This is an optimization exercise on Yosys and OpenROAD, whose aim is small area, a short achievable clock period and few clock cycles per item, not a production implementation.
The RTL was checked by simulation tests, not by an equivalence proof against the original design.

==> flow/design.v, too long to show whole: its modules and the start of the top module <==
// module lfps_cfg_regs: 54 lines
// module lfps_ctrl: 43 lines
// module lfps_sense_sum: 14 lines
// module lfps_mean_lut: 30 lines
// module lfps_datapath: 263 lines
// module lfps_pid_mac: 1269 lines
// module line_follow_pid_steering: 61 lines
module line_follow_pid_steering #(
	parameter int unsigned SENSOR_COUNT = 8
) (
	input  logic                                 clk,
	input  logic                                 arst_n,
	input  logic                                 sensor_valid,
	output logic                                 sensor_ready,
	input  logic [lfps_pkg::SENSORS_MAX-1:0]     sensor_bits,
	output logic                                 wheel_valid,
	input  logic                                 wheel_ready,
	output logic [lfps_pkg::SPEED_W-1:0]         left_drive,
	output logic [lfps_pkg::SPEED_W-1:0]         right_drive,
	output logic [lfps_pkg::ERR_W-1:0]           error_out,
	input  logic                                 psel,
	input  logic                                 penable,
	input  logic                                 pwrite,
	input  logic [lfps_pkg::APB_ADDR_W-1:0]      paddr,
	input  logic [lfps_pkg::APB_DATA_W-1:0]      pwdata,
	output logic [lfps_pkg::APB_DATA_W-1:0]      prdata,
	output logic                                 pready
);
  // ...
==> flow/run.sh <==
#!/bin/bash
# synth_recipe.tcl (not shown) runs the flow's synth.tcl, then flattens the netlist and writes it again
# the make line also repeats each setting of config.mk as NAME=value (left out here)
make -C /OpenROAD-flow-scripts/flow DESIGN_CONFIG=/design/flow/config.mk WORK_HOME=/design/flow/orfs CLKGATE_MAP_FILE= SYNTH_SCRIPT=/design/flow/synth_recipe.tcl finish
==> flow/config.mk <==
export PLATFORM = sky130hd
export DESIGN_NAME = line_follow_pid_steering
export DESIGN_NICKNAME = line_follow_pid_steering
export VERILOG_FILES = /design/flow/design.v
export SDC_FILE = /design/flow/constraint.sdc
export NUM_CORES = 4
export LEC_CHECK = 0
export ABC_CLOCK_PERIOD_IN_PS = 4500
export CAP_MARGIN = 20
export CORE_MARGIN = 2
export CORE_UTILIZATION = 40
export SETUP_SLACK_MARGIN = 4
export SLEW_MARGIN = 20
==> flow/constraint.sdc <==
create_clock -name core_clock -period 9.0 [get_ports {clk}]
set_input_delay 1.8000 -clock core_clock [delete_from_list [all_inputs] [get_ports {clk}]]
set_output_delay 1.8000 -clock core_clock [all_outputs]
set_load 0.01 [all_outputs]
==> key figures, run 1 <==
Setup path
  • FF-to-FF setup slack: 3510 ps
  • Critical Path Stages: 24
  • R2R depth: 24
  • Crit path launch type: flip-flop

STA
  • Slew of the pin with the lowest slew margin: 1156 ps
  • Peak Freq: 182.0 MHz
  • Setup TNS: 0 ps

Synthesis
  • Top_reg_cell synth: edfxtp_1
  • Post-synth top area cell: fa_1

Min path
  • Hold EP: u_datapath.err_q[9]$_DFFE_PN_
  • Hold Path Origin: u_datapath.s4_raw_q[9]$_DFFE_PN_

Layout
  • Regs by FF count: u_cfg_regs.cfg_q x141, u_cfg_regs.rd_q x48
  • Layout cells sized above 1: 16.92%
  • Dominant kind of cell: multi-input combinational cells
  • Area Growth Syn to Fin: 17.90%
  • Comb_multi_in: 4795
  • Final core utilization: 47.62%
  • Final Instance Area: ~60000 um^2

Global routing
  • Met2 Usage GRT: 43.19%
  • Largest net degree at the start of global routing: roughly 160
  • Overflow after GRT: 0

Floorplan
  • I/O Pins: 194
  • Row Count: 132
  • Tapcells: 1742
  • Initial core utilization: ~40%

Route
  • Vias: about 49000
  • Vias per cell: 6.055

CTS
  • Clk slew on worst S/H paths: 60 ps
  • TritonCTS clock tree: built

Status
  • Status: timing/DRC/antenna clean
Testbench counts, summed over its fixed seeds: cycles 2,096, items 2,048.
==> module lfps_cfg_regs, before the edit <==
module lfps_cfg_regs (
	input  logic                                 clk,
	input  logic                                 arst_n,
	input  logic                                 psel,
	input  logic                                 penable,
	input  logic                                 pwrite,
	input  logic [lfps_pkg::APB_ADDR_W-1:0]      paddr,
	input  logic [lfps_pkg::APB_DATA_W-1:0]      pwdata,
	output logic [lfps_pkg::APB_DATA_W-1:0]      prdata,
	output logic                                 pready,
	output lfps_pkg::cfg_t                       cfg
);
	lfps_pkg::cfg_t     cfg_q;
	lfps_pkg::reg_idx_t reg_idx;
	logic               wr_en;
	assign reg_idx = lfps_pkg::reg_idx_t'(paddr[5:3]);
	assign wr_en   = psel && penable && pwrite;
	assign pready  = 1'b1;
	assign cfg     = cfg_q;
	always_ff @(posedge clk or negedge arst_n) begin
		if (!arst_n) begin
			cfg_q <= '0;
		end else if (wr_en) begin
			unique case (reg_idx)
				lfps_pkg::REG_GAIN_P:        cfg_q.gain_p          <= pwdata[15:0];
				lfps_pkg::REG_GAIN_I:        cfg_q.gain_i          <= pwdata[15:0];
				lfps_pkg::REG_GAIN_D:        cfg_q.gain_d          <= pwdata[15:0];
				lfps_pkg::REG_NOMINAL_DRIVE: cfg_q.nominal_drive   <= pwdata[14:0];
				lfps_pkg::REG_DRIVE_CAP:     cfg_q.drive_cap       <= pwdata[14:0];
				lfps_pkg::REG_STEER_LIMIT:   cfg_q.steer_limit     <= pwdata[14:0];
				lfps_pkg::REG_INTEG_LIMITS:  cfg_q.integral_limits <= pwdata[47:0];
				default: ;
			endcase
		end
	end
	logic [47:0] rd_mux;
	logic [47:0] rd_q;
	always_comb begin
		unique case (reg_idx)
			lfps_pkg::REG_GAIN_P:        rd_mux = 48'(cfg_q.gain_p);
			lfps_pkg::REG_GAIN_I:        rd_mux = 48'(cfg_q.gain_i);
			lfps_pkg::REG_GAIN_D:        rd_mux = 48'(cfg_q.gain_d);
			lfps_pkg::REG_NOMINAL_DRIVE: rd_mux = 48'(cfg_q.nominal_drive);
			lfps_pkg::REG_DRIVE_CAP:     rd_mux = 48'(cfg_q.drive_cap);
			lfps_pkg::REG_STEER_LIMIT:   rd_mux = 48'(cfg_q.steer_limit);
			lfps_pkg::REG_INTEG_LIMITS:  rd_mux = cfg_q.integral_limits;
			default:                     rd_mux = '0;
		endcase
	end
	always_ff @(posedge clk) begin
		rd_q <= rd_mux;
	end
	assign prdata = {16'h0000, rd_q};
endmodule
==> module lfps_ctrl, before the edit <==
module lfps_ctrl (
	input  logic clk,
	input  logic arst_n,
	input  logic in_valid,
	output logic in_ready,
	output logic out_valid,
	input  logic out_ready,
	output logic adv,       
	output logic skid_sel,  
	output logic skid_load,
	output logic upd        
);
	logic skid_q, v0_q, v1_q, v2_q, v3_q, v4_q, ov_q;
	logic in_fire;
	assign in_ready  = !skid_q;
	assign in_fire   = in_valid && !skid_q;
	assign out_valid = ov_q;
	assign adv       = !ov_q || out_ready;
	assign skid_sel  = skid_q;
	assign skid_load = in_fire && !adv;
	assign upd       = adv && v1_q;
	always_ff @(posedge clk or negedge arst_n) begin
		if (!arst_n) begin
			skid_q <= 1'b0;
			v0_q   <= 1'b0;
			v1_q   <= 1'b0;
			v2_q   <= 1'b0;
			v3_q   <= 1'b0;
			v4_q   <= 1'b0;
			ov_q   <= 1'b0;
		end else if (adv) begin
			skid_q <= 1'b0;
			v0_q   <= skid_q || in_fire;
			v1_q   <= v0_q;
			v2_q   <= v1_q;
			v3_q   <= v2_q;
			v4_q   <= v3_q;
			ov_q   <= v4_q;
		end else if (in_fire) begin
			skid_q <= 1'b1;
		end
	end
endmodule
==> module lfps_datapath, before the edit <==
module lfps_datapath (
	input  logic           clk,
	input  logic           arst_n,
	input  logic           adv,
	input  logic           skid_sel,
	input  logic           skid_load,
	input  logic           upd,
	input  lfps_pkg::cfg_t cfg,
	input  logic [7:0]     sensor_bits,
	output logic [14:0]    left_drive,
	output logic [14:0]    right_drive,
	output logic [11:0]    error_out
);
	logic signed [4:0] in_s, skid_s_q, s0_s_q;
	logic [3:0]        in_n, skid_n_q, s0_n_q;
	lfps_sense_sum u_sum (
		.bits (sensor_bits),
		.s    (in_s),
		.n    (in_n)
	);
	always_ff @(posedge clk) begin
		if (skid_load) begin
			skid_s_q <= in_s;
			skid_n_q <= in_n;
		end
		if (adv) begin
			s0_s_q <= skid_sel ? skid_s_q : in_s;
			s0_n_q <= skid_sel ? skid_n_q : in_n;
		end
	end
	logic [17:0] lut_o;
	logic        m_found, m_efr, m_neg, m_db;
	logic [1:0]  m_cls;
	logic signed [11:0] m_mean;
	lfps_mean_lut u_lut (
		.s (s0_s_q),
		.n (s0_n_q),
		.o (lut_o)
	);
	always_ff @(posedge clk) begin
		if (adv) {m_found, m_efr, m_neg, m_db, m_cls, m_mean} <= lut_o;
	end
	logic signed [11:0] pe_q;
	logic [1:0]         pe_cls_q;
	logic               pe_nz_q, pe_frac_q;
	logic signed [15:0] integ_q;
	logic signed [11:0] s2_raw_q;
	logic               s2_ez_q;
	logic signed [12:0] s2_de_q;
	logic signed [11:0] raw, e, e_f;
	logic               e_fr, e_nz, flip;
	logic [1:0]         cls;
	logic [14:0]        hi_0, hi_1, hi_2;
	logic [15:0]        lo_0, lo_1, lo_2;
	logic signed [12:0] ih, ih_m, ih_p;
	logic signed [3:0]  df0;
	logic signed [16:0] t_p, t_fn, t_f;
	logic               gt_p, lt_p, gt_fn, lt_fn, gt_f, lt_f;
	logic               gt, lt;
	logic signed [16:0] t;
	logic [14:0]        hi_sel, hi_f;
	logic [15:0]        lo_sel, lo_f;
	logic signed [15:0] integ_new;
	task automatic integ_step(
		input  logic signed [3:0]  d0,
		input  logic               fr,
		input  logic [1:0]         c,
		output logic signed [16:0] tt,
		output logic               gt_o,
		output logic               lt_o
	);
		logic signed [4:0]  d1;
		logic signed [5:0]  l0, l1;
		logic signed [12:0] hs0, hs1;
		logic signed [16:0] a0, a1;
		logic               sel;
		logic [14:0]        hv;
		logic [15:0]        lv;
		logic signed [17:0] dh, dl;
		logic signed [5:0]  sh0, sh1, sl0, sl1;
		logic               h_pos, h_neg, l_pos, l_neg;
		logic               g0, g1, k0, k1;
		d1   = 5'(d0) + 5'sd1;
		l0   = $signed({2'b00, integ_q[3:0]}) + 6'(d0);
		l1   = $signed({2'b00, integ_q[3:0]}) + 6'(d1);
		hs0  = l0[5] ? ih_m : (l0[4] ? ih_p : ih);
		hs1  = l1[5] ? ih_m : (l1[4] ? ih_p : ih);
		a0   = {hs0, l0[3:0]};
		a1   = {hs1, l1[3:0]};
		sel  = hs0[12] && fr;
		tt   = sel ? a1 : a0;
		hv   = c[1] ? hi_2 : (c[0] ? hi_1 : hi_0);
		lv   = c[1] ? lo_2 : (c[0] ? lo_1 : lo_0);
		dh    = 18'(integ_q) + 18'($signed(~{3'b000, hv}));
		dl    = 18'(integ_q) + 18'($signed({2'b00, lv}));
		h_pos = !dh[17] && (dh[16:3] != 14'h0000);
		h_neg = dh[17] && (dh[16:3] != 14'h3FFF);
		l_pos = !dl[17] && (dl[16:3] != 14'h0000);
		l_neg = dl[17] && (dl[16:3] != 14'h3FFF);
		sh0   = 6'($signed({dh[17], dh[2:0]})) + 6'(d0);
		sh1   = 6'($signed({dh[17], dh[2:0]})) + 6'(d1);
		sl0   = 6'($signed({dl[17], dl[2:0]})) + 6'(d0);
		sl1   = 6'($signed({dl[17], dl[2:0]})) + 6'(d1);
		g0    = h_pos || (!h_neg && !sh0[5]);
		g1    = h_pos || (!h_neg && !sh1[5]);
		k0    = l_neg || (!l_pos && sl0[5]);
		k1    = l_neg || (!l_pos && sl1[5]);
		gt_o  = sel ? g1 : g0;
		lt_o  = sel ? k1 : k0;
	endtask
	always_comb begin
		hi_0 = cfg.integral_limits[15] ? 15'h7FFF : cfg.integral_limits[14:0];
		hi_1 = cfg.integral_limits[31] ? 15'h7FFF : cfg.integral_limits[30:16];
		hi_2 = cfg.integral_limits[47] ? 15'h7FFF : cfg.integral_limits[46:32];
		lo_0 = cfg.integral_limits[15] ? 16'h8000 : cfg.integral_limits[15:0];
		lo_1 = cfg.integral_limits[31] ? 16'h8000 : cfg.integral_limits[31:16];
		lo_2 = cfg.integral_limits[47] ? 16'h8000 : cfg.integral_limits[47:32];
		ih   = 13'($signed(integ_q[15:4]));
		ih_m = ih - 13'sd1;
		ih_p = ih + 13'sd1;
		e_f  = m_db ? 12'sd0 : m_mean;
		raw  = m_found ? m_mean : pe_q;
		e    = m_found ? e_f : pe_q;
		e_fr = m_found ? m_efr : pe_frac_q;
		e_nz = m_found ? !m_db : pe_nz_q;
		cls  = m_found ? m_cls : pe_cls_q;
		flip = !m_db && ((pe_nz_q && !pe_q[11] && m_neg) || (pe_q[11] && !m_neg));
		integ_step(pe_q[11:8], pe_frac_q, pe_cls_q, t_p, gt_p, lt_p);
		integ_step(e_f[11:8], m_efr, m_cls, t_fn, gt_fn, lt_fn);
		df0  = e_f[11:8];
		t_f  = (e_f[11] && m_efr) ? 17'(5'(df0) + 5'sd1) : 17'(df0);
		hi_f = m_cls[1] ? hi_2 : (m_cls[0] ? hi_1 : hi_0);
		lo_f = m_cls[1] ? lo_2 : (m_cls[0] ? lo_1 : lo_0);
		gt_f = t_f > $signed({2'b00, hi_f});
		lt_f = t_f < -$signed({1'b0, lo_f});
		if (!m_found) begin
			t  = t_p;
			gt = gt_p;
			lt = lt_p;
		end else if (flip) begin
			t  = t_f;
			gt = gt_f;
			lt = lt_f;
		end else begin
			t  = t_fn;
			gt = gt_fn;
			lt = lt_fn;
		end
		hi_sel = cls[1] ? hi_2 : (cls[0] ? hi_1 : hi_0);
		lo_sel = cls[1] ? lo_2 : (cls[0] ? lo_1 : lo_0);
		if (gt) begin
			integ_new = $signed({1'b0, hi_sel});
		end else if (lt) begin
			integ_new = 16'(-$signed({1'b0, lo_sel}));
		end else begin
			integ_new = 16'(t);
		end
	end
	always_ff @(posedge clk or negedge arst_n) begin
		if (!arst_n) begin
			pe_q      <= '0;
			pe_cls_q  <= '0;
			pe_nz_q   <= 1'b0;
			pe_frac_q <= 1'b0;
			integ_q   <= '0;
		end else if (upd) begin
			pe_q      <= e;
			pe_cls_q  <= cls;
			pe_nz_q   <= e_nz;
			pe_frac_q <= e_fr;
			integ_q   <= integ_new;
		end
	end
	always_ff @(posedge clk) begin
		if (adv) begin
			s2_raw_q <= raw;
			s2_ez_q  <= m_found && m_db;
			s2_de_q  <= m_found ? 13'(e_f) - 13'(pe_q) : 13'sd0;
		end
	end
	logic signed [11:0] e3;
	logic [40:8]        mac_a, mac_b;
	logic               mac_c8;
	logic [40:8]        s3_a_q, s3_b_q;
	logic               s3_c8_q;
	logic signed [11:0] s3_raw_q;
	assign e3 = s2_ez_q ? 12'sd0 : s2_raw_q;
	lfps_pid_mac u_mac (
		.gp (cfg.gain_p),
		.gd (cfg.gain_d),
		.gi (cfg.gain_i),
		.e  (e3),
		.de (s2_de_q),
		.ig (integ_q),
		.sa (mac_a),
		.sb (mac_b),
		.c8 (mac_c8)
	);
	always_ff @(posedge clk) begin
		if (adv) begin
			s3_a_q   <= mac_a;
			s3_b_q   <= mac_b;
			s3_c8_q  <= mac_c8;
			s3_raw_q <= s2_raw_q;
		end
	end
	logic [32:0]        acc;      
	logic signed [24:0] acc_hi;
	logic signed [15:0] sl;
	logic signed [15:0] sv;
	logic               svf, hi_ovf, lo_ovf, at_sl;
	logic [15:0]        lo_sum;
	logic signed [15:0] s4_sv_q;
	logic               s4_svf_q;
	logic signed [11:0] s4_raw_q;
	always_comb begin
		acc    = s3_a_q + s3_b_q + 33'(s3_c8_q);
		acc_hi = $signed(acc[32:8]);
		sl     = $signed({1'b0, cfg.steer_limit});
		hi_ovf = !acc_hi[24] && ((acc_hi[23:15] != 9'h000) || (acc_hi[14:0] > sl[14:0]));
		lo_sum = {1'b0, acc_hi[14:0]} + {1'b0, sl[14:0]};
		lo_ovf = acc_hi[24] && ((acc_hi[23:15] != 9'h1FF) || !lo_sum[15]);
		at_sl  = !acc_hi[24] && (acc_hi[23:15] == 9'h000) && (acc_hi[14:0] == sl[14:0]);
		if (hi_ovf) begin
			sv = sl;
		end else if (lo_ovf) begin
			sv = -sl;
		end else begin
			sv = 16'(acc_hi);
		end
		svf = (acc[7:0] != 8'h00) && !hi_ovf && !lo_ovf && !at_sl;
	end
	always_ff @(posedge clk) begin
		if (adv) begin
			s4_sv_q  <= sv;
			s4_svf_q <= svf;
			s4_raw_q <= s3_raw_q;
		end
	end
	logic signed [16:0] lsum, rsum, k, lk, rk;
	logic [14:0] lw, rw;
	logic [14:0] l_q, r_q;
	logic [11:0] err_q;
	always_comb begin
		k    = 17'($signed({2'b00, cfg.drive_cap})) - 17'($signed({2'b00, cfg.nominal_drive}));
		lsum = 17'($signed({2'b00, cfg.nominal_drive})) + 17'(s4_sv_q);
		rsum = 17'($signed({2'b00, cfg.nominal_drive})) + 17'(~s4_sv_q) + 17'(!s4_svf_q);
		lk   = k + 17'(~s4_sv_q) + 17'sd1;    
		rk   = k + 17'(s4_sv_q) + 17'(s4_svf_q);  
		lw   = lsum[16] ? 15'd0 : (lk[16] ? cfg.drive_cap : lsum[14:0]);
		rw   = rsum[16] ? 15'd0 : (rk[16] ? cfg.drive_cap : rsum[14:0]);
	end
	always_ff @(posedge clk) begin
		if (adv) begin
			l_q   <= lw;
			r_q   <= rw;
			err_q <= s4_raw_q;
		end
	end
	assign left_drive  = l_q;
	assign right_drive = r_q;
	assign error_out   = err_q;
endmodule
==> run 2, diff against run 1 <==
--- a/flow/design.v
+++ b/flow/design.v
@@ -63,24 +63,18 @@
 			endcase
 		end
 	end
-	logic [47:0] rd_mux;
-	logic [47:0] rd_q;
 	always_comb begin
 		unique case (reg_idx)
-			lfps_pkg::REG_GAIN_P:        rd_mux = 48'(cfg_q.gain_p);
-			lfps_pkg::REG_GAIN_I:        rd_mux = 48'(cfg_q.gain_i);
-			lfps_pkg::REG_GAIN_D:        rd_mux = 48'(cfg_q.gain_d);
-			lfps_pkg::REG_NOMINAL_DRIVE: rd_mux = 48'(cfg_q.nominal_drive);
-			lfps_pkg::REG_DRIVE_CAP:     rd_mux = 48'(cfg_q.drive_cap);
-			lfps_pkg::REG_STEER_LIMIT:   rd_mux = 48'(cfg_q.steer_limit);
-			lfps_pkg::REG_INTEG_LIMITS:  rd_mux = cfg_q.integral_limits;
-			default:                     rd_mux = '0;
+			lfps_pkg::REG_GAIN_P:        prdata = 64'(cfg_q.gain_p);
+			lfps_pkg::REG_GAIN_I:        prdata = 64'(cfg_q.gain_i);
+			lfps_pkg::REG_GAIN_D:        prdata = 64'(cfg_q.gain_d);
+			lfps_pkg::REG_NOMINAL_DRIVE: prdata = 64'(cfg_q.nominal_drive);
+			lfps_pkg::REG_DRIVE_CAP:     prdata = 64'(cfg_q.drive_cap);
+			lfps_pkg::REG_STEER_LIMIT:   prdata = 64'(cfg_q.steer_limit);
+			lfps_pkg::REG_INTEG_LIMITS:  prdata = 64'(cfg_q.integral_limits);
+			default:                     prdata = '0;
 		endcase
 	end
-	always_ff @(posedge clk) begin
-		rd_q <= rd_mux;
-	end
-	assign prdata = {16'h0000, rd_q};
 endmodule
 module lfps_ctrl (
 	input  logic clk,
@@ -94,7 +88,7 @@
 	output logic skid_load,
 	output logic upd        
 );
-	logic skid_q, v0_q, v1_q, v2_q, v3_q, v4_q, ov_q;
+	logic skid_q, v0_q, v1_q, v2_q, v3_q, v4_q, v5_q, ov_q;
 	logic in_fire;
 	assign in_ready  = !skid_q;
 	assign in_fire   = in_valid && !skid_q;
@@ -111,6 +105,7 @@
 			v2_q   <= 1'b0;
 			v3_q   <= 1'b0;
 			v4_q   <= 1'b0;
+			v5_q   <= 1'b0;
 			ov_q   <= 1'b0;
 		end else if (adv) begin
 			skid_q <= 1'b0;
@@ -119,7 +114,8 @@
 			v2_q   <= v1_q;
 			v3_q   <= v2_q;
 			v4_q   <= v3_q;
-			ov_q   <= v4_q;
+			v5_q   <= v4_q;
+			ov_q   <= v5_q;
 		end else if (in_fire) begin
 			skid_q <= 1'b1;
 		end
@@ -376,17 +372,29 @@
 		end
 	end
 	logic [32:0]        acc;      
+	logic signed [24:0] s4_acc_q;
+	logic               s4_frac_q;
+	logic signed [11:0] s4_raw_q;
+	always_comb begin
+		acc = s3_a_q + s3_b_q + 33'(s3_c8_q);
+	end
+	always_ff @(posedge clk) begin
+		if (adv) begin
+			s4_acc_q  <= $signed(acc[32:8]);
+			s4_frac_q <= (acc[7:0] != 8'h00);
+			s4_raw_q  <= s3_raw_q;
+		end
+	end
 	logic signed [24:0] acc_hi;
 	logic signed [15:0] sl;
 	logic signed [15:0] sv;
 	logic               svf, hi_ovf, lo_ovf, at_sl;
 	logic [15:0]        lo_sum;
-	logic signed [15:0] s4_sv_q;
-	logic               s4_svf_q;
-	logic signed [11:0] s4_raw_q;
+	logic signed [15:0] s5_sv_q;
+	logic               s5_svf_q;
+	logic signed [11:0] s5_raw_q;
 	always_comb begin
-		acc    = s3_a_q + s3_b_q + 33'(s3_c8_q);
-		acc_hi = $signed(acc[32:8]);
+		acc_hi = s4_acc_q;
 		sl     = $signed({1'b0, cfg.steer_limit});
 		hi_ovf = !acc_hi[24] && ((acc_hi[23:15] != 9'h000) || (acc_hi[14:0] > sl[14:0]));
 		lo_sum = {1'b0, acc_hi[14:0]} + {1'b0, sl[14:0]};
@@ -399,13 +407,13 @@
 		end else begin
 			sv = 16'(acc_hi);
 		end
-		svf = (acc[7:0] != 8'h00) && !hi_ovf && !lo_ovf && !at_sl;
+		svf = s4_frac_q && !hi_ovf && !lo_ovf && !at_sl;
 	end
 	always_ff @(posedge clk) begin
 		if (adv) begin
-			s4_sv_q  <= sv;
-			s4_svf_q <= svf;
-			s4_raw_q <= s3_raw_q;
+			s5_sv_q  <= sv;
+			s5_svf_q <= svf;
+			s5_raw_q <= s4_raw_q;
 		end
 	end
 	logic signed [16:0] lsum, rsum, k, lk, rk;
@@ -414,10 +422,10 @@
 	logic [11:0] err_q;
 	always_comb begin
 		k    = 17'($signed({2'b00, cfg.drive_cap})) - 17'($signed({2'b00, cfg.nominal_drive}));
-		lsum = 17'($signed({2'b00, cfg.nominal_drive})) + 17'(s4_sv_q);
-		rsum = 17'($signed({2'b00, cfg.nominal_drive})) + 17'(~s4_sv_q) + 17'(!s4_svf_q);
-		lk   = k + 17'(~s4_sv_q) + 17'sd1;    
-		rk   = k + 17'(s4_sv_q) + 17'(s4_svf_q);  
+		lsum = 17'($signed({2'b00, cfg.nominal_drive})) + 17'(s5_sv_q);
+		rsum = 17'($signed({2'b00, cfg.nominal_drive})) + 17'(~s5_sv_q) + 17'(!s5_svf_q);
+		lk   = k + 17'(~s5_sv_q) + 17'sd1;    
+		rk   = k + 17'(s5_sv_q) + 17'(s5_svf_q);  
 		lw   = lsum[16] ? 15'd0 : (lk[16] ? cfg.drive_cap : lsum[14:0]);
 		rw   = rsum[16] ? 15'd0 : (rk[16] ? cfg.drive_cap : rsum[14:0]);
 	end
@@ -425,7 +433,7 @@
 		if (adv) begin
 			l_q   <= lw;
 			r_q   <= rw;
-			err_q <= s4_raw_q;
+			err_q <= s5_raw_q;
 		end
 	end
 	assign left_drive  = l_q;
--- a/flow/config.mk
+++ b/flow/config.mk
@@ -5,7 +5,7 @@
 export SDC_FILE = /design/flow/constraint.sdc
 export NUM_CORES = 4
 export LEC_CHECK = 0
-export ABC_CLOCK_PERIOD_IN_PS = 4500
+export ABC_AREA = 1
 export CAP_MARGIN = 20
 export CORE_MARGIN = 2
 export CORE_UTILIZATION = 40
==> key figures, run 2 <==
Setup path
  • Slowest cell on crit path: a2111o_1 (was dfrtp_1)
  • Most numerous cell on the critical path: buf_6
  • Critical path type: primary input to output pin (was flip-flop to flip-flop)
  • Critical Path Stages: 9 (was 24)
  • Crit path launch type: primary input (was flip-flop)
  • Cell family with most CP delay: buffers and inverters (was compound AO/OA/AOI/OAI gates)
  • Worst-path fanout max: 5 (was 8)
  • Peak per-stage delay on the critical path: 530 ps (was 700 ps)
  • R2R depth: 15 (was 24)
  • Arr. time, crit path: 3260 ps (was 6070 ps)
  • CP Capture Type: output pin (was flip-flop)
  • CP Cell Sequence: buf_12, inv_8, nor3_4, buf_6, clkinvlp_4, buf_6, o21ai_2, a2111o_1, buf_2 (was a221oi_1, a21oi_1, ha_2, o21a_1, o21a_1, a32oi_2, and4_4, o31ai_4, a21oi_2, xnor2_2, buf_6, inv_1, ha_1, a211oi_2, mux2i_1, mux2i_4, nand4_1, o41ai_2, a21o_2, buf_12, a31oi_4, buf_12, a31oi_4, a22o_1)
  • WP data required: 7200 ps (was 9580 ps)
  • CP Buf/Inv Count: 6 (was 4)

CTS
  • CTS Buf Count: 52 (was 50)
  • Sinks on Clock Net: 429 (was 438)
  • Clock Latency Late Sink: 700 ps (about the same)
  • Root Driver: clkbuf_16 (unchanged)
  • TritonCTS clock tree: built (unchanged)
  • H-tree levels: 2 (unchanged)
  • Clock Path Buffers: 3 (unchanged)
  • Clk slew on worst S/H paths: 60 ps (about the same)

Floorplan
  • Die X: 351.5 um (was 366.1 um)
  • I/O Pins: 194 (unchanged)
  • Std-Cell Core Area: 119800 um^2 (was 129800 um^2)
  • Initial core utilization: 40.32% (was 40.39%)
  • Die Y: 351.5 um (was 366.1 um)
  • Row Count: 127 (was 132)
  • Die area: 123600 um^2 (was 134000 um^2)

STA
  • Worst Skew: 68.64 ps (was 75.97 ps)
  • Peak Freq: 197.7 MHz (was 182.0 MHz)
  • Final hold viol count: 0 (unchanged)
  • Setup TNS: 0 ps (unchanged)
  • Period minus WS final: 5057 ps (was 5495 ps)
  • Final setup vio count: 0 (unchanged)
  • Fin crit share: 56.19% (was 61.05%)
  • Worst slew margin: 22.23% (was 22.95%)
  • Final WS setup: 3943 ps (was 3506 ps)
  • RSZ-0062 raised after global routing: true (unchanged)
  • Final Max Slew Viols: 0 (unchanged)
  • Slew of the pin with the lowest slew margin: 1164 ps (was 1156 ps)

Synthesis
  • Post-synth top area cell: edfxtp_1 (was fa_1)
  • Synth warnings: 4 (unchanged)
  • Largest cells by area after synthesis: edfxtp_1 15%, fa_1 14%, ha_1 9.5%, dfrtp_1 9.4%, xor2_1 8.1% (was fa_1 13%, edfxtp_1 12%, ha_1 8.9%, dfrtp_1 8.6%, o21ai_0 4.6%)
  • Top_reg_cell synth: edfxtp_1 (unchanged)
  • Sequential share of the synthesized area: 24.79% (was 22.45%)
  • Async set or reset register ratio after synthesis: 42.19% (was 41.10%)
  • Number of synthesized register bits: 429 (was 438)
  • Syn_area_per_cell: 7.959 um^2 (was 8.428 um^2)
  • Number of enable flip-flop cells after synthesis: 248 (was 210)
  • Most frequent cell after synthesis: nand2_1 (was inv_1)
  • Mapped Cells: 6070 (was 6222)
  • Synth unique cells: 70 (was 100)
  • Post-Synthesis Cell Area: 48310 um^2 (was 52440 um^2)
  • Synth top cells by count: 949 x nand2_1, 890 x inv_1, 463 x o21ai_0, 445 x xor2_1, 443 x nor2_1 (was 508 x inv_1, 501 x nand2_1, 479 x o21ai_0, 446 x nor2_1, 439 x a21oi_1)
  • Top cell type's share of synthesized area: 15.41% (was 12.71%)

Route
  • DRC Markers: 0 (unchanged)
  • Total wire length: 181.1 mm (was 196.9 mm)
  • Vias: 45260 (was 49220)
  • Top layer in use: met5 (unchanged)
  • Initial drt markers: 4867 (was 6059)
  • DR WL/cell: 22.77 um (was 24.23 um)
  • Routed length on met3: 17.54 mm (was 20.49 mm)
  • Vias per cell: 5.692 (was 6.055)
  • Final ANT Viol Nets: 0 (unchanged)
  • DRT met1 WL: 74.17 mm (was 80.34 mm)
  • Met2 routed WL: 81.37 mm (was 87.53 mm)
  • Drt pass-1 iters: 9 (was 8)

Global routing
  • Largest net degree at the start of global routing: 92 (was 158)
  • Vias in the first global route: 43160 (was 45610)
  • Overflow after GRT: 0 (unchanged)
  • Initial antenna violation count: 4 (was 11)
  • Global Route Usage Sum: 28.39% (was 27.86%)
  • First-pass GRT wire length: 267.2 mm (was 289.0 mm)

Layout
  • Commonest non-fill, non-tap cells in the layout: 920 x nand2_1, 837 x inv_1, 443 x xor2_1 (was 497 x inv_1, 489 x nand2_1, 440 x o21ai_0)
  • Largest register by flop count: u_cfg_regs.cfg_q (unchanged)
  • Non-Filler Instances: 7952 (was 8129)
  • Most common cell after layout, fill and taps aside: nand2_1 (was inv_1)
  • Layout cells sized above 1: 11.61% (was 16.92%)
  • Area Growth Syn to Fin: 17.24% (was 17.90%)
  • Regs by FF count: u_cfg_regs.cfg_q x141, u_datapath.s3_a_q x32, u_datapath.s3_b_q x32 (was u_cfg_regs.cfg_q x141, u_cfg_regs.rd_q x48)
  • Final net count: 7081 (was 7135)
  • Fillers: 11790 (was 12420)
  • Largest register FFs: 141 (unchanged)

Place
  • Pre-CTS setup slack: 2562 ps (was 2097 ps)
  • Placed Cells incl. Taps: 7641 (was 7766)
  • Port Buffers: 157 (unchanged)
  • HPWL Detailed: 135.4 mm (was 140.1 mm)
  • GPL Wtd Cong: 0.9737 (was 0.9664)

Min path
  • HP Class: flip-flop to flip-flop (unchanged)
  • Hold path cells: 0 (unchanged)

Flow run
  • Max_cap viols: 0 (unchanged)

Status
  • Status: timing/DRC/antenna clean (unchanged)
## run 2: path summary, 6_finish.rpt
| kind | from | to | slack (ps) |
|---|---|---|---|
| min in group asynchronous | arst_n | u_cfg_regs.cfg_q[125]$_DFFE_PN0P_ | 1120 |
| max in group asynchronous | arst_n | u_cfg_regs.cfg_q[80]$_DFFE_PN0P_ | 6600 |
| min | u_datapath.s5_raw_q[3]$_DFFE_PN_ | u_datapath.err_q[3]$_DFFE_PN_ | 420 |
| max reg2reg | u_datapath.s2_raw_q[10]$_DFFE_PN_ | u_datapath.s3_b_q[23]$_DFFE_PN_ | 4010 |
| min reg2reg | u_datapath.s5_raw_q[3]$_DFFE_PN_ | u_datapath.err_q[3]$_DFFE_PN_ | 420 |
| max | paddr[3] | prdata[12] | 3940 |
## run 2: area by class of cell
class	instances	area, um^2	area share, %
multi-input combinational	4437	33020	58.29
sequential	429	12000	21.18
timing repair buffer	428	4053	7.155
inverter	940	3757	6.634
tap	1612	2017	3.561
clock buffer	66	1424	2.514
clock inverter	32	325.3	0.5743
timing repair inverter	7	48.80	0.08615
antenna	1	2.502	0.004418
## run 2: routing by layer
metal	up-vias	GRT usage [%]
met5	-	0
met4	4	11.32
met3	421	5.243
met2	2241	44.79
met1	21870	38.42
li1	20720	-
## run 2: metrics by stage
stage / hold slack, ps / area (um^2) / utilization, %
2_1_floorplan: 400.3 / 48420 / -
6_report: 418.9 / 56640 / 47.27
3_3_place_gp: 404.5 / 51350 / 42.86
5_1_grt: 425.1 / 56640 / 47.27
4_1_cts: 421.2 / 54660 / 45.62
3_5_place_dp: 405.5 / 51360 / 42.87
## run 2: what timing repair did
action / 4_1_cts / 5_1_grt
setup endpoints to repair: 135 / 96
cloned: 7 / 11
gates resized for setup: 272 / 267
hold buffers: 0 / 0
pin swaps: 13 / 102
setup buffers: 85 / 109
hold endpoints to repair: 0 / 0
## run 2: cell families (layout without fill, tap and decap cells)
kind of cell / Yosys count / count (layout) / synth area share [%]
AO/OA/AOI/OAI: 1442 / 1442 / 17.64
XOR/XNOR: 499 / 499 / 9.046
adder cells (fa/ha/maj): 701 / 701 / 23.33
buffers and inverters: 1223 / 1473 / 9.782
flip-flops: 429 / 429 / 24.79
multiplexers: 3 / 3 / 0.06475
other: 2 / 18 / 0.01554
AND/OR/NAND/NOR: 1771 / 1775 / 15.33
Testbench counts of run 2, summed over its fixed seeds: cycles 2,104, items 2,048.
==> run 3, diff against run 2 <==
--- a/flow/config.mk
+++ b/flow/config.mk
@@ -8,6 +8,7 @@
 export ABC_AREA = 1
 export CAP_MARGIN = 20
 export CORE_MARGIN = 2
-export CORE_UTILIZATION = 40
+export CORE_UTILIZATION = 50
 export SETUP_SLACK_MARGIN = 4
 export SLEW_MARGIN = 20
+export TNS_END_PERCENT = 20
==> key figures, run 3 <==
STA
  • Slew of the pin with the lowest slew margin: 1122 ps (was 1164 ps)
  • Worst Skew: 48.57 ps (was 68.64 ps)
  • Hold Slack: 410.1 ps (was 418.9 ps)
  • Fin crit share: 56.74% (was 56.19%)
  • Final setup vio count: 0 (unchanged)
  • Period minus WS final: 5107 ps (was 5057 ps)
  • Final hold viol count: 0 (unchanged)
  • Worst slew margin: 25.20% (was 22.23%)
  • Peak Freq: 195.8 MHz (was 197.7 MHz)
  • Setup TNS: 0 ps (unchanged)
  • Final Max Slew Viols: 0 (unchanged)
  • RSZ-0062 raised after global routing: true (unchanged)

Layout
  • Layout cells sized above 1: 10.91% (was 11.61%)
  • Commonest non-fill, non-tap cells in the layout: 924 x nand2_1, 834 x inv_1, 442 x xor2_1 (was 920 x nand2_1, 837 x inv_1, 443 x xor2_1)
  • Most common cell after layout, fill and taps aside: nand2_1 (unchanged)
  • Storage cell area: 12000 um^2 (about the same)
  • Largest register FFs: 141 (unchanged)
  • Regs by FF count: u_cfg_regs.cfg_q x141, u_datapath.s3_a_q x32, u_datapath.s3_b_q x32 (unchanged)
  • Largest register by flop count: u_cfg_regs.cfg_q (unchanged)
  • Fillers: 8957 (was 11790)
  • Final core utilization: 57.99% (was 47.27%)
  • Area of the multi-input gates: 32870 um^2 (was 33020 um^2)
  • Final net count: 7064 (was 7081)
  • Area Growth Syn to Fin: 15.57% (was 17.24%)

Synthesis
  • Async set or reset register ratio after synthesis: 42.19% (unchanged)
  • Number of synthesized register bits: 429 (unchanged)
  • Mapped Cells: 6070 (unchanged)
  • Number of enable flip-flop cells after synthesis: 248 (unchanged)
  • Synth unique cells: 70 (unchanged)
  • Post-Synthesis Cell Area: 48310 um^2 (unchanged)
  • Synth warnings: 4 (unchanged)
  • Post-synth top area cell: edfxtp_1 (unchanged)
  • Synth top cells by count: 949 x nand2_1, 890 x inv_1, 463 x o21ai_0, 445 x xor2_1, 443 x nor2_1 (unchanged)
  • Most frequent cell after synthesis: nand2_1 (unchanged)
  • Sequential share of the synthesized area: 24.79% (unchanged)
  • Syn_area_per_cell: 7.959 um^2 (unchanged)
  • Largest cells by area after synthesis: edfxtp_1 15%, fa_1 14%, ha_1 9.5%, dfrtp_1 9.4%, xor2_1 8.1% (unchanged)
  • Top cell type's share of synthesized area: 15.41% (unchanged)
  • Top_reg_cell synth: edfxtp_1 (unchanged)

CTS
  • Root Driver: clkbuf_16 (unchanged)
  • TritonCTS clock tree: built (unchanged)
  • Sinks on Clock Net: 429 (unchanged)
  • CTS Buf Count: 52 (unchanged)
  • H-tree levels: 2 (unchanged)
  • Clk slew on worst S/H paths: 60 ps (about the same)
  • Clock Path Buffers: 3 (unchanged)
  • Clock Latency Late Sink: 670 ps (was 700 ps)

Route
  • Vias: 45240 (was 45260)
  • DR WL/cell: 23.74 um (was 22.77 um)
  • Initial drt markers: 5156 (was 4867)
  • DRC Markers: 0 (unchanged)
  • Total wire length: 180.4 mm (was 181.1 mm)
  • Drt pass-1 iters: 6 (was 9)
  • Final ANT Viol Nets: 0 (unchanged)
  • Vias per cell: 5.952 (was 5.692)

Min path
  • HP Class: flip-flop to flip-flop (unchanged)

Global routing
  • Largest net degree at the start of global routing: 143 (was 92)
  • Vias in the first global route: 42690 (was 43160)
  • Overflow after GRT: 0 (unchanged)
  • Initial antenna violation count: 5 (was 4)
  • First-pass GRT wire length: 265.7 mm (was 267.2 mm)
  • Global Route Usage Sum: 35.32% (was 28.39%)

Place
  • HPWL Detailed: 134.7 mm (was 135.4 mm)
  • Port Buffers: 157 (unchanged)
  • GPL Wtd Cong: 0.9883 (was 0.9737)

Floorplan
  • Initial core utilization: 50.18% (was 40.32%)
  • Die Y: 314.8 um (was 351.5 um)
  • Die X: 314.8 um (was 351.5 um)
  • Die area: 99130 um^2 (was 123600 um^2)
  • I/O Pins: 194 (unchanged)
  • Std-Cell Core Area: 96280 um^2 (was 119800 um^2)
  • Row Count: 114 (was 127)

Setup path
  • Crit path launch type: primary input (unchanged)
  • Critical path type: primary input to output pin (unchanged)
  • Worst-path fanout max: 7 (was 5)
  • CP Cell Sequence: buf_4, nor3_1, buf_4, buf_4, a21oi_1, o211ai_1, dlygate4sd2_1 (was buf_12, inv_8, nor3_4, buf_6, clkinvlp_4, buf_6, o21ai_2, a2111o_1, buf_2)
  • Slowest cell on crit path: dlygate4sd2_1 (was a2111o_1)
  • CP Buf/Inv Count: 4 (was 6)
  • Cell family with most CP delay: buffers and inverters (unchanged)
  • Peak per-stage delay on the critical path: 340 ps (was 530 ps)
  • CP Capture Type: output pin (unchanged)
  • Most numerous cell on the critical path: buf_4 (was buf_6)
  • Arr. time, crit path: 3310 ps (was 3260 ps)
  • WP data required: 7200 ps (about the same)

Flow run
  • Max_cap viols: 0 (unchanged)

Status
  • Status: timing/DRC/antenna clean (unchanged)
## run 3: what timing repair did
| action | CTS | global route |
|---|---|---|
| setup endpoints to repair | 136 | 124 |
| buffers inserted | 103 | 84 |
| resized for setup | 253 | 216 |
| gates cloned | 6 | 5 |
| pin swaps | 22 | 82 |
| hold buffers | 0 | 0 |
## run 3: area by class of cell
type	count	area share [%]
multi-input cells	4436	58.87
flip-flops and latches	429	21.49
repair buffers	415	7.061
inverters	940	6.653
well taps	1276	2.859
clock buffers	71	2.586
clock inverters	27	0.4168
repair inverters	4	0.04930
diodes	3	0.01345
## run 3: stage by stage
| step | setup WS (ps) | area, um^2 | cells |
|---|---|---|---|
| 6_report | 3893 | 55830 | 7601 |
| 5_1_grt | 3832 | 55830 | 7599 |
| 4_1_cts | 3895 | 54380 | 7509 |
| 3_5_place_dp | 2487 | 50940 | 7302 |
| 3_3_place_gp | 2440 | 50920 | 7301 |
| 2_1_floorplan | 3351 | 48370 | 6085 |
## run 3: logic make-up after synthesis
kind of cell	after synthesis	share of synthesized area, %
xor gates and xnor gates	499	9.046
adders and majority gates	701	23.33
muxes	3	0.06475
AOI/OAI and AO/OA	1442	17.64
other	2	0.01554
buffers and inverters	1223	9.782
DFF	429	24.79
and+or+nand+nor	1771	15.33
## run 3: path summary, 6_finish.rpt
| kind | startpoint | to | slack, ps | cells past startpoint |
|---|---|---|---|---|
| min in group asynchronous | arst_n | u_cfg_regs.cfg_q[125]$_DFFE_PN0P_ | 1140 | 1 |
| hold / removal | u_datapath.s5_raw_q[8]$_DFFE_PN_ | u_datapath.err_q[8]$_DFFE_PN_ | 410 | 0 |
| hold reg to reg | u_datapath.s5_raw_q[8]$_DFFE_PN_ | u_datapath.err_q[8]$_DFFE_PN_ | 410 | 0 |
| max in group asynchronous | arst_n | u_cfg_regs.cfg_q[80]$_DFFE_PN0P_ | 6650 | 2 |
| setup reg to reg | u_datapath.s2_ez_q$_DFFE_PN_ | u_datapath.s3_b_q[23]$_DFFE_PN_ | 3950 | 16 |
| setup / recovery | paddr[5] | prdata[14] | 3890 | 7 |
## run 3: routing by layer
metal	wire, um	global-route usage (%)	vias to the layer above
met5	27	0	-
met3	16700	6.565	482
met2	80990	55.41	2254
li1	-	-	20710
met4	8485	13.71	4
met1	74210	48.38	21790
==> module line_follow_pid_steering, before the edit <==
module line_follow_pid_steering #(
	parameter int unsigned SENSOR_COUNT = 8
) (
	input  logic                                 clk,
	input  logic                                 arst_n,
	input  logic                                 sensor_valid,
	output logic                                 sensor_ready,
	input  logic [lfps_pkg::SENSORS_MAX-1:0]     sensor_bits,
	output logic                                 wheel_valid,
	input  logic                                 wheel_ready,
	output logic [lfps_pkg::SPEED_W-1:0]         left_drive,
	output logic [lfps_pkg::SPEED_W-1:0]         right_drive,
	output logic [lfps_pkg::ERR_W-1:0]           error_out,
	input  logic                                 psel,
	input  logic                                 penable,
	input  logic                                 pwrite,
	input  logic [lfps_pkg::APB_ADDR_W-1:0]      paddr,
	input  logic [lfps_pkg::APB_DATA_W-1:0]      pwdata,
	output logic [lfps_pkg::APB_DATA_W-1:0]      prdata,
	output logic                                 pready
);
	lfps_pkg::cfg_t cfg;
	logic           adv, skid_sel, skid_load, upd;
	lfps_cfg_regs u_cfg_regs (
		.clk     (clk),
		.arst_n  (arst_n),
		.psel    (psel),
		.penable (penable),
		.pwrite  (pwrite),
		.paddr   (paddr),
		.pwdata  (pwdata),
		.prdata  (prdata),
		.pready  (pready),
		.cfg     (cfg)
	);
	lfps_ctrl u_ctrl (
		.clk       (clk),
		.arst_n    (arst_n),
		.in_valid  (sensor_valid),
		.in_ready  (sensor_ready),
		.out_valid (wheel_valid),
		.out_ready (wheel_ready),
		.adv       (adv),
		.skid_sel  (skid_sel),
		.skid_load (skid_load),
		.upd       (upd)
	);
	lfps_datapath u_datapath (
		.clk         (clk),
		.arst_n      (arst_n),
		.adv         (adv),
		.skid_sel    (skid_sel),
		.skid_load   (skid_load),
		.upd         (upd),
		.cfg         (cfg),
		.sensor_bits (sensor_bits),
		.left_drive  (left_drive),
		.right_drive (right_drive),
		.error_out   (error_out)
	);
endmodule
==> run 4, diff against run 3 <==
--- a/flow/design.v
+++ b/flow/design.v
@@ -84,22 +84,15 @@
 	output logic out_valid,
 	input  logic out_ready,
 	output logic adv,       
-	output logic skid_sel,  
-	output logic skid_load,
 	output logic upd        
 );
-	logic skid_q, v0_q, v1_q, v2_q, v3_q, v4_q, v5_q, ov_q;
-	logic in_fire;
-	assign in_ready  = !skid_q;
-	assign in_fire   = in_valid && !skid_q;
+	logic v0_q, v1_q, v2_q, v3_q, v4_q, v5_q, ov_q;
 	assign out_valid = ov_q;
 	assign adv       = !ov_q || out_ready;
-	assign skid_sel  = skid_q;
-	assign skid_load = in_fire && !adv;
+	assign in_ready  = adv;
 	assign upd       = adv && v1_q;
 	always_ff @(posedge clk or negedge arst_n) begin
 		if (!arst_n) begin
-			skid_q <= 1'b0;
 			v0_q   <= 1'b0;
 			v1_q   <= 1'b0;
 			v2_q   <= 1'b0;
@@ -108,16 +101,13 @@
 			v5_q   <= 1'b0;
 			ov_q   <= 1'b0;
 		end else if (adv) begin
-			skid_q <= 1'b0;
-			v0_q   <= skid_q || in_fire;
+			v0_q   <= in_valid;
 			v1_q   <= v0_q;
 			v2_q   <= v1_q;
 			v3_q   <= v2_q;
 			v4_q   <= v3_q;
 			v5_q   <= v4_q;
 			ov_q   <= v5_q;
-		end else if (in_fire) begin
-			skid_q <= 1'b1;
 		end
 	end
 endmodule
@@ -169,8 +159,6 @@
 	input  logic           clk,
 	input  logic           arst_n,
 	input  logic           adv,
-	input  logic           skid_sel,
-	input  logic           skid_load,
 	input  logic           upd,
 	input  lfps_pkg::cfg_t cfg,
 	input  logic [7:0]     sensor_bits,
@@ -178,21 +166,17 @@
 	output logic [14:0]    right_drive,
 	output logic [11:0]    error_out
 );
-	logic signed [4:0] in_s, skid_s_q, s0_s_q;
-	logic [3:0]        in_n, skid_n_q, s0_n_q;
+	logic signed [4:0] in_s, s0_s_q;
+	logic [3:0]        in_n, s0_n_q;
 	lfps_sense_sum u_sum (
 		.bits (sensor_bits),
 		.s    (in_s),
 		.n    (in_n)
 	);
 	always_ff @(posedge clk) begin
-		if (skid_load) begin
-			skid_s_q <= in_s;
-			skid_n_q <= in_n;
-		end
 		if (adv) begin
-			s0_s_q <= skid_sel ? skid_s_q : in_s;
-			s0_n_q <= skid_sel ? skid_n_q : in_n;
+			s0_s_q <= in_s;
+			s0_n_q <= in_n;
 		end
 	end
 	logic [17:0] lut_o;
@@ -416,20 +400,22 @@
 			s5_raw_q <= s4_raw_q;
 		end
 	end
-	logic signed [16:0] lsum, rsum, k, lk, rk;
+	logic signed [16:0] lsum, rsum, k_q, lk, rk;
 	logic [14:0] lw, rw;
 	logic [14:0] l_q, r_q;
 	logic [11:0] err_q;
 	always_comb begin
-		k    = 17'($signed({2'b00, cfg.drive_cap})) - 17'($signed({2'b00, cfg.nominal_drive}));
 		lsum = 17'($signed({2'b00, cfg.nominal_drive})) + 17'(s5_sv_q);
 		rsum = 17'($signed({2'b00, cfg.nominal_drive})) + 17'(~s5_sv_q) + 17'(!s5_svf_q);
-		lk   = k + 17'(~s5_sv_q) + 17'sd1;    
-		rk   = k + 17'(s5_sv_q) + 17'(s5_svf_q);  
+		lk   = k_q + 17'(~s5_sv_q) + 17'sd1;    
+		rk   = k_q + 17'(s5_sv_q) + 17'(s5_svf_q);  
 		lw   = lsum[16] ? 15'd0 : (lk[16] ? cfg.drive_cap : lsum[14:0]);
 		rw   = rsum[16] ? 15'd0 : (rk[16] ? cfg.drive_cap : rsum[14:0]);
 	end
 	always_ff @(posedge clk) begin
+		k_q <= 17'($signed({2'b00, cfg.drive_cap})) - 17'($signed({2'b00, cfg.nominal_drive}));
+	end
+	always_ff @(posedge clk) begin
 		if (adv) begin
 			l_q   <= lw;
 			r_q   <= rw;
@@ -1731,7 +1717,7 @@
 	output logic                                 pready
 );
 	lfps_pkg::cfg_t cfg;
-	logic           adv, skid_sel, skid_load, upd;
+	logic           adv, upd;
 	lfps_cfg_regs u_cfg_regs (
 		.clk     (clk),
 		.arst_n  (arst_n),
@@ -1752,16 +1738,12 @@
 		.out_valid (wheel_valid),
 		.out_ready (wheel_ready),
 		.adv       (adv),
-		.skid_sel  (skid_sel),
-		.skid_load (skid_load),
 		.upd       (upd)
 	);
 	lfps_datapath u_datapath (
 		.clk         (clk),
 		.arst_n      (arst_n),
 		.adv         (adv),
-		.skid_sel    (skid_sel),
-		.skid_load   (skid_load),
 		.upd         (upd),
 		.cfg         (cfg),
 		.sensor_bits (sensor_bits),
--- a/flow/config.mk
+++ b/flow/config.mk
@@ -8,7 +8,6 @@
 export ABC_AREA = 1
 export CAP_MARGIN = 20
 export CORE_MARGIN = 2
-export CORE_UTILIZATION = 50
+export CORE_UTILIZATION = 40
 export SETUP_SLACK_MARGIN = 4
 export SLEW_MARGIN = 20
-export TNS_END_PERCENT = 20
==> key figures, run 4 <==
STA
  • Period minus WS final: 5100 ps (was 5107 ps)
  • Slew of the pin with the lowest slew margin: 1022 ps (was 1122 ps)
  • Worst slew margin: 31.69% (was 25.20%)
  • Fin crit share: 56.67% (was 56.74%)
  • RSZ-0062 raised after global routing: true (unchanged)
  • Final Max Slew Viols: 0 (unchanged)
  • Peak Freq: 196.1 MHz (was 195.8 MHz)
  • Worst Skew: 95.60 ps (was 48.57 ps)
  • Final hold viol count: 0 (unchanged)
  • Final setup vio count: 0 (unchanged)
  • Setup TNS: 0 ps (unchanged)

Synthesis
  • Top cell type's share of synthesized area: 14.73% (was 15.41%)
  • Largest cells by area after synthesis: edfxtp_1 15%, fa_1 14%, ha_1 9.4%, dfrtp_1 9.2%, xor2_1 8.3% (was edfxtp_1 15%, fa_1 14%, ha_1 9.5%, dfrtp_1 9.4%, xor2_1 8.1%)
  • Number of synthesized register bits: 435 (was 429)
  • Post-synth top area cell: edfxtp_1 (unchanged)
  • Mapped Cells: 6162 (was 6070)
  • Synth warnings: 4 (unchanged)
  • Synth top cells by count: 1012 x nand2_1, 912 x inv_1, 466 x o21ai_0, 464 x xor2_1, 443 x nor2_1 (was 949 x nand2_1, 890 x inv_1, 463 x o21ai_0, 445 x xor2_1, 443 x nor2_1)
  • Syn_area_per_cell: 7.907 um^2 (was 7.959 um^2)
  • Most frequent cell after synthesis: nand2_1 (unchanged)
  • Post-Synthesis Cell Area: 48730 um^2 (was 48310 um^2)
  • Async set or reset register ratio after synthesis: 41.38% (was 42.19%)
  • Sequential share of the synthesized area: 24.63% (was 24.79%)
  • Top_reg_cell synth: edfxtp_1 (unchanged)
  • Synth unique cells: 70 (unchanged)
  • Number of enable flip-flop cells after synthesis: 239 (was 248)

CTS
  • Clock Latency Late Sink: 710 ps (was 670 ps)
  • Root Driver: clkbuf_16 (unchanged)
  • Clk slew on worst S/H paths: 60 ps (about the same)
  • CTS Buf Count: 54 (was 52)
  • Sinks on Clock Net: 435 (was 429)
  • Clock Path Buffers: 3 (unchanged)
  • H-tree levels: 2 (unchanged)
  • TritonCTS clock tree: built (unchanged)

Route
  • DRC Markers: 0 (unchanged)
  • Top layer in use: met5 (unchanged)
  • Total wire length: 185.6 mm (was 180.4 mm)
  • DR WL/cell: 22.92 um (was 23.74 um)
  • Drt pass-1 iters: 9 (was 6)
  • Vias per cell: 5.701 (was 5.952)
  • Vias: 46160 (was 45240)
  • Final ANT Viol Nets: 0 (unchanged)
  • Met2 routed WL: 82.06 mm (was 80.99 mm)
  • Initial drt markers: 5219 (was 5156)
  • DRT met1 WL: 75.88 mm (was 74.21 mm)
  • Routed length on met3: 17.72 mm (was 16.70 mm)

Setup path
  • WP data required: 7200 ps (about the same)
  • Reg2reg start: u_datapath.s2_de_q[11]$_SDFFCE_PN0N_ (was u_datapath.s2_ez_q$_DFFE_PN_)
  • CP Capture Type: output pin (unchanged)
  • Crit path launch type: primary input (unchanged)
  • FF-to-FF setup slack: 3950 ps (about the same)
  • Worst-path fanout max: 8 (was 7)
  • Critical path type: primary input to output pin (unchanged)
  • R2R depth: 13 (was 16)
  • Arr. time, crit path: 3300 ps (was 3310 ps)
  • Reg2reg end: u_datapath.s3_b_q[18]$_DFFE_PN_ (was u_datapath.s3_b_q[23]$_DFFE_PN_)

Global routing
  • Largest net degree at the start of global routing: 89 (was 143)
  • Overflow after GRT: 0 (unchanged)
  • First-pass GRT wire length: 272.4 mm (was 265.7 mm)
  • Initial antenna violation count: 8 (was 5)
  • Vias in the first global route: 43750 (was 42690)
  • Global Route Usage Sum: 28.48% (was 35.32%)

Floorplan
  • I/O Pins: 194 (unchanged)
  • Die X: 353.0 um (was 314.8 um)
  • Die Y: 353.0 um (was 314.8 um)
  • Std-Cell Core Area: 121400 um^2 (was 96280 um^2)
  • Row Count: 128 (was 114)
  • Die area: 124600 um^2 (was 99130 um^2)
  • Initial core utilization: 40.14% (was 50.18%)

Status
  • Status: timing/DRC/antenna clean (unchanged)

Place
  • HPWL Detailed: 136.4 mm (was 134.7 mm)
  • Port Buffers: 157 (unchanged)
  • GPL Wtd Cong: 1.006 (was 0.9883)

Min path
  • HP Class: flip-flop to flip-flop (unchanged)
  • Hold Path Origin: u_datapath.s5_raw_q[6]$_DFFE_PN_ (was u_datapath.s5_raw_q[8]$_DFFE_PN_)
  • Hold path cells: 0 (unchanged)
  • Hold EP: u_datapath.err_q[6]$_DFFE_PN_ (was u_datapath.err_q[8]$_DFFE_PN_)

Layout
  • Layout cells sized above 1: 13.28% (was 10.91%)
  • Regs by FF count: u_cfg_regs.cfg_q x141, u_datapath.s3_a_q x32, u_datapath.s3_b_q x32 (unchanged)
  • Area Growth Syn to Fin: 19.19% (was 15.57%)
  • Final net count: 7205 (was 7064)
  • Largest register FFs: 141 (unchanged)
  • Most common cell after layout, fill and taps aside: nand2_1 (unchanged)
  • Largest register by flop count: u_cfg_regs.cfg_q (unchanged)
  • Commonest non-fill, non-tap cells in the layout: 966 x nand2_1, 856 x inv_1, 460 x xor2_1 (was 924 x nand2_1, 834 x inv_1, 442 x xor2_1)
  • Final core utilization: 47.84% (was 57.99%)
  • Fillers: 11910 (was 8957)
  • Storage cell area: 12030 um^2 (was 12000 um^2)
  • Area of the multi-input gates: 33880 um^2 (was 32870 um^2)

Flow run
  • Max_cap viols: 0 (unchanged)
## run 4: critical path, cell delays in order
cell        delay [ps]
buf_12              90
clkinvlp_4         110
buf_12             150
nor3_4             200
clkinvlp_4         160
buf_8              170
o21ai_4            160
a2111o_1           270
buf_2              180
## run 4: worst max path at each step
stage               slack [ps]                         start  cells past startpoint                         endpoint
floorplan                 4010  u_datapath.s2_ez_q$_DFFE_PN_                     17  u_datapath.s3_b_q[18]$_DFFE_PN_
global placement          2180                      paddr[4]                      4                       prdata[15]
detailed placement        2150                      paddr[3]                      5                       prdata[15]
CTS                       3960  u_datapath.s2_ez_q$_DFFE_PN_                     20  u_datapath.s3_b_q[20]$_DFFE_PN_
global route              3780  u_datapath.s2_ez_q$_DFFE_PN_                     20  u_datapath.s3_b_q[16]$_DFFE_PN_
finish                    3900                      paddr[3]                      9                        prdata[4]
## run 4: kinds of logic (layout without fill, tap and decap cells)
kind of cell	Yosys count	in the layout	synth area share [%]
AND/OR/NAND/NOR	1833	1842	15.73
AO/OA/AOI/OAI	1438	1438	17.48
buffers and inverters	1252	1534	10.02
adder cells (fa/ha/maj)	698	698	23.05
XOR/XNOR	500	500	8.987
flip-flops	435	435	24.63
multiplexers	4	4	0.08474
other	2	21	0.01541
## run 4: per-stage QoR
step,setup slack [ps],hold WS [ps],std cells,area (um^2)
5_1_grt,3776,423.5,8094,58070
3_5_place_dp,2147,404.5,7726,51630
4_1_cts,3961,418.9,7973,55550
6_report,3900,418.5,8097,58080
3_3_place_gp,2179,405.8,7726,51620
2_1_floorplan,4013,400.3,6177,48830
## run 4: layout make-up
class / count / area share [%]
timing repair buffer: 461 / 7.599
clock buffer: 64 / 2.426
antenna: 4 / 0.01724
sequential: 435 / 20.71
clock inverter: 38 / 0.7670
multi-input combinational: 4499 / 58.34
tap: 1625 / 3.501
inverter: 961 / 6.517
timing repair inverter: 10 / 0.1228
## run 4: per-layer routing
layer / vias up / global-route usage [%]
met4: 4 / 13.24
met1: 22220 / 38.22
met3: 485 / 5.354
li1: 21040 / -
met5: - / 0
met2: 2413 / 44.45
## run 4: repair_timing
| item | 4_1_cts | 5_1_grt |
|---|---|---|
| endpoints found under the hold margin | 0 | 0 |
| pin swaps | 37 | 144 |
| setup endpoints to repair | 110 | 94 |
| gates cloned | 16 | 7 |
| resized for setup | 310 | 365 |
| buffers inserted | 129 | 113 |
| hold buffers | 0 | 0 |
Testbench counts of run 4, summed over its fixed seeds: cycles 2,104, items 2,048.
==> run 5, diff against run 4 <==
--- a/flow/config.mk
+++ b/flow/config.mk
@@ -9,5 +9,5 @@
 export CAP_MARGIN = 20
 export CORE_MARGIN = 2
 export CORE_UTILIZATION = 40
-export SETUP_SLACK_MARGIN = 4
+export SETUP_SLACK_MARGIN = 3.6
 export SLEW_MARGIN = 20
==> key figures, run 5 <==
Layout
  • Non-Filler Instances: 7898 (was 8097)
  • Layout cells sized above 1: 6.856% (was 13.28%)
  • Largest register by flop count: u_cfg_regs.cfg_q (unchanged)
  • Final net count: 7012 (was 7205)
  • Most common cell after layout, fill and taps aside: nand2_1 (unchanged)
  • Commonest non-fill, non-tap cells in the layout: 996 x nand2_1, 893 x inv_1, 463 x xor2_1 (was 966 x nand2_1, 856 x inv_1, 460 x xor2_1)

CTS
  • CTS Buf Count: 53 (was 54)
  • Sinks on Clock Net: 435 (unchanged)
  • TritonCTS clock tree: built (unchanged)
  • Clock Latency Late Sink: 690 ps (was 710 ps)
  • Clk slew on worst S/H paths: 60 ps (about the same)
  • Clock Path Buffers: 3 (unchanged)
  • H-tree levels: 2 (unchanged)
  • Root Driver: clkbuf_16 (unchanged)

Status
  • Status: timing/DRC/antenna clean (unchanged)

STA
  • Setup TNS: 0 ps (unchanged)
  • Final setup vio count: 0 (unchanged)
  • Peak Freq: 183.9 MHz (was 196.1 MHz)
  • Hold Slack: 381.9 ps (was 418.5 ps)
  • Worst Skew: 58.70 ps (was 95.60 ps)
  • Worst slew margin: 27.54% (was 31.69%)
  • Period minus WS final: 5439 ps (was 5100 ps)
  • RSZ-0062 raised after global routing: true (unchanged)
  • Final hold viol count: 0 (unchanged)
  • Slew of the pin with the lowest slew margin: 1083 ps (was 1022 ps)

Floorplan
  • I/O Pins: 194 (unchanged)
  • Die Y: 353.0 um (unchanged)
  • Row Count: 128 (unchanged)

Synthesis
  • Most frequent cell after synthesis: nand2_1 (unchanged)
  • Mapped Cells: 6162 (unchanged)
  • Number of enable flip-flop cells after synthesis: 239 (unchanged)
  • Synth top cells by count: 1012 x nand2_1, 912 x inv_1, 466 x o21ai_0, 464 x xor2_1, 443 x nor2_1 (unchanged)
  • Post-synthesis simple-gate area fraction: 15.73% (unchanged)
  • Number of synthesized register bits: 435 (unchanged)
  • Synth warnings: 4 (unchanged)
  • Syn_area_per_cell: 7.907 um^2 (unchanged)
  • Async set or reset register ratio after synthesis: 41.38% (unchanged)
  • Post-synthesis mux area share: 0.08474% (unchanged)
  • Top cell type's share of synthesized area: 14.73% (unchanged)
  • Top_reg_cell synth: edfxtp_1 (unchanged)

Place
  • Placed Cells incl. Taps: 7729 (was 7726)
  • GPL Wtd Cong: 1.011 (was 1.006)
  • HPWL Detailed: 133.9 mm (was 136.4 mm)

Setup path
  • Worst-path fanout max: 14 (was 8)
  • Critical path origin: paddr[4] (was paddr[3])
  • Crit path launch type: primary input (unchanged)
  • FF-to-FF setup slack: 3680 ps (was 3950 ps)
  • WP data required: 7200 ps (about the same)
  • Critical path type: primary input to output pin (unchanged)
  • Arr. time, crit path: 3640 ps (was 3300 ps)

Global routing
  • Largest net degree at the start of global routing: 95 (was 89)
  • Global Route Usage Sum: 27.57% (was 28.48%)
  • Initial antenna violation count: 4 (was 8)
  • First-pass GRT wire length: 264.4 mm (was 272.4 mm)
  • Vias in the first global route: 42740 (was 43750)
  • Overflow after GRT: 0 (unchanged)

Route
  • Vias per cell: 5.712 (was 5.701)
  • DRC Markers: 0 (unchanged)
  • Drt pass-1 iters: 6 (was 9)
  • Final ANT Viol Nets: 0 (unchanged)

Min path
  • Hold Path Origin: u_datapath.s3_raw_q[10]$_DFFE_PN_ (was u_datapath.s5_raw_q[6]$_DFFE_PN_)
  • HP Class: flip-flop to flip-flop (unchanged)

Flow run
  • Max_cap viols: 0 (unchanged)
run 5: final cells by class:
class | instances | area, um^2
timing repair inverter | 10 | 72.57
tap | 1625 | 2033
timing repair buffer | 275 | 2495
multi-input combinational | 4493 | 32520
clock buffer | 71 | 1525
antenna | 1 | 2.502
clock inverter | 27 | 302.8
fill | 12240 | 66700
sequential | 435 | 12020
inverter | 961 | 3727
run 5: per-layer routing:
metal / part of all wire, % / vias to the layer above / track usage (%)
li1: - / 20660 / -
met1: 40 / 21580 / 36.72
met2: 44 / 2375 / 42.85
met3: 10 / 505 / 5.809
met4: 5.3 / 0 / 12.93
met5: 0 / - / 0
run 5: worst max path at each step:
stage                                          to  slack [ps]  cells past startpoint
2_1_floorplan     u_datapath.s3_b_q[22]$_DFFE_PN_        3600                     18
3_3_place_gp                           prdata[15]        2240                      4
3_5_place_dp                           prdata[15]        2260                      5
4_1_cts                                prdata[15]        3530                      9
5_1_grt        u_datapath.integ_q[12]$_DFFE_PN0P_        3510                     32
6_report                               prdata[11]        3560                      8
run 5: kinds of logic (layout without fill, tap and decap cells):
| kind of cell | Yosys count | count (layout) |
|---|---|---|
| and+or+nand+nor | 1833 | 1836 |
| AOI/OAI and AO/OA | 1438 | 1438 |
| buffers and inverters | 1252 | 1344 |
| adders and majority gates | 698 | 698 |
| xor gates and xnor gates | 500 | 500 |
| DFF | 435 | 435 |
| muxes | 4 | 4 |
| other | 2 | 18 |
run 5: per-stage QoR:
stage	setup slack, ps	cell area [um^2]	utilization (%)
detailed placement	2263	51630	42.53
global route	3513	54700	45.06
finish	3561	54700	45.06
floorplan	3605	48790	-
CTS	3531	53970	44.46
global placement	2243	51630	42.53
run 5: critical path, stage by stage:
cell and delay (ps):
buf_6 200, inv_1 120, nor3_4 220, inv_2 170, o22ai_1 270, a211oi_1 110, o221ai_2 140, clkdlybuf4s50_1 610
run 5: what timing repair did:
item / CTS / global route
buffers inserted: 24 / 33
pin swaps: 6 / 8
cloned: 9 / 4
endpoints found under the setup margin: 105 / 75
gates resized for setup: 117 / 110

-- static timing again, ports no longer ideal --
No port has a modelled driver above. Below, the same layouts with a new extraction and two added sets of constraints. Step 1 sets driving cells, clkbuf_16 on the clock port and buf_2 on the other inputs (assumed; they add their load-dependent delay and slew). Step 2, shift: input delay + t, output delay - t, t = (earliest + latest rising clock arrival at the registers) / 2. This alone moves slack from input paths to output paths. Three values: ideal ports, drivers, drivers and shift; two values: the first two.
| run | t (ns) | slack for setup (ns) | latest minus earliest clock arrival (ns) | cell pins on the clock port's net |
|---|---|---|---|---|
| run 1 | 0.744 | 3.505 / 3.505 / 3.505 | 0.076 / 0.076 | 1 |
| run 2 | 0.735 | 3.943 / 3.877 / 3.877 | 0.074 / 0.074 | 1 |
| run 3 | 0.716 | 3.893 / 3.864 / 3.864 | 0.050 / 0.050 | 1 |
| run 4 | 0.743 | 3.900 / 3.823 / 3.823 | 0.097 / 0.096 | 1 |
| run 5 | 0.735 | 3.561 / 3.518 / 3.518 | 0.059 / 0.060 | 1 |
After both steps setup and hold are still met in every run listed. The setup slack of run 4, which loses most, moves by -0.077 ns with the drivers and by -0.077 ns with both steps.
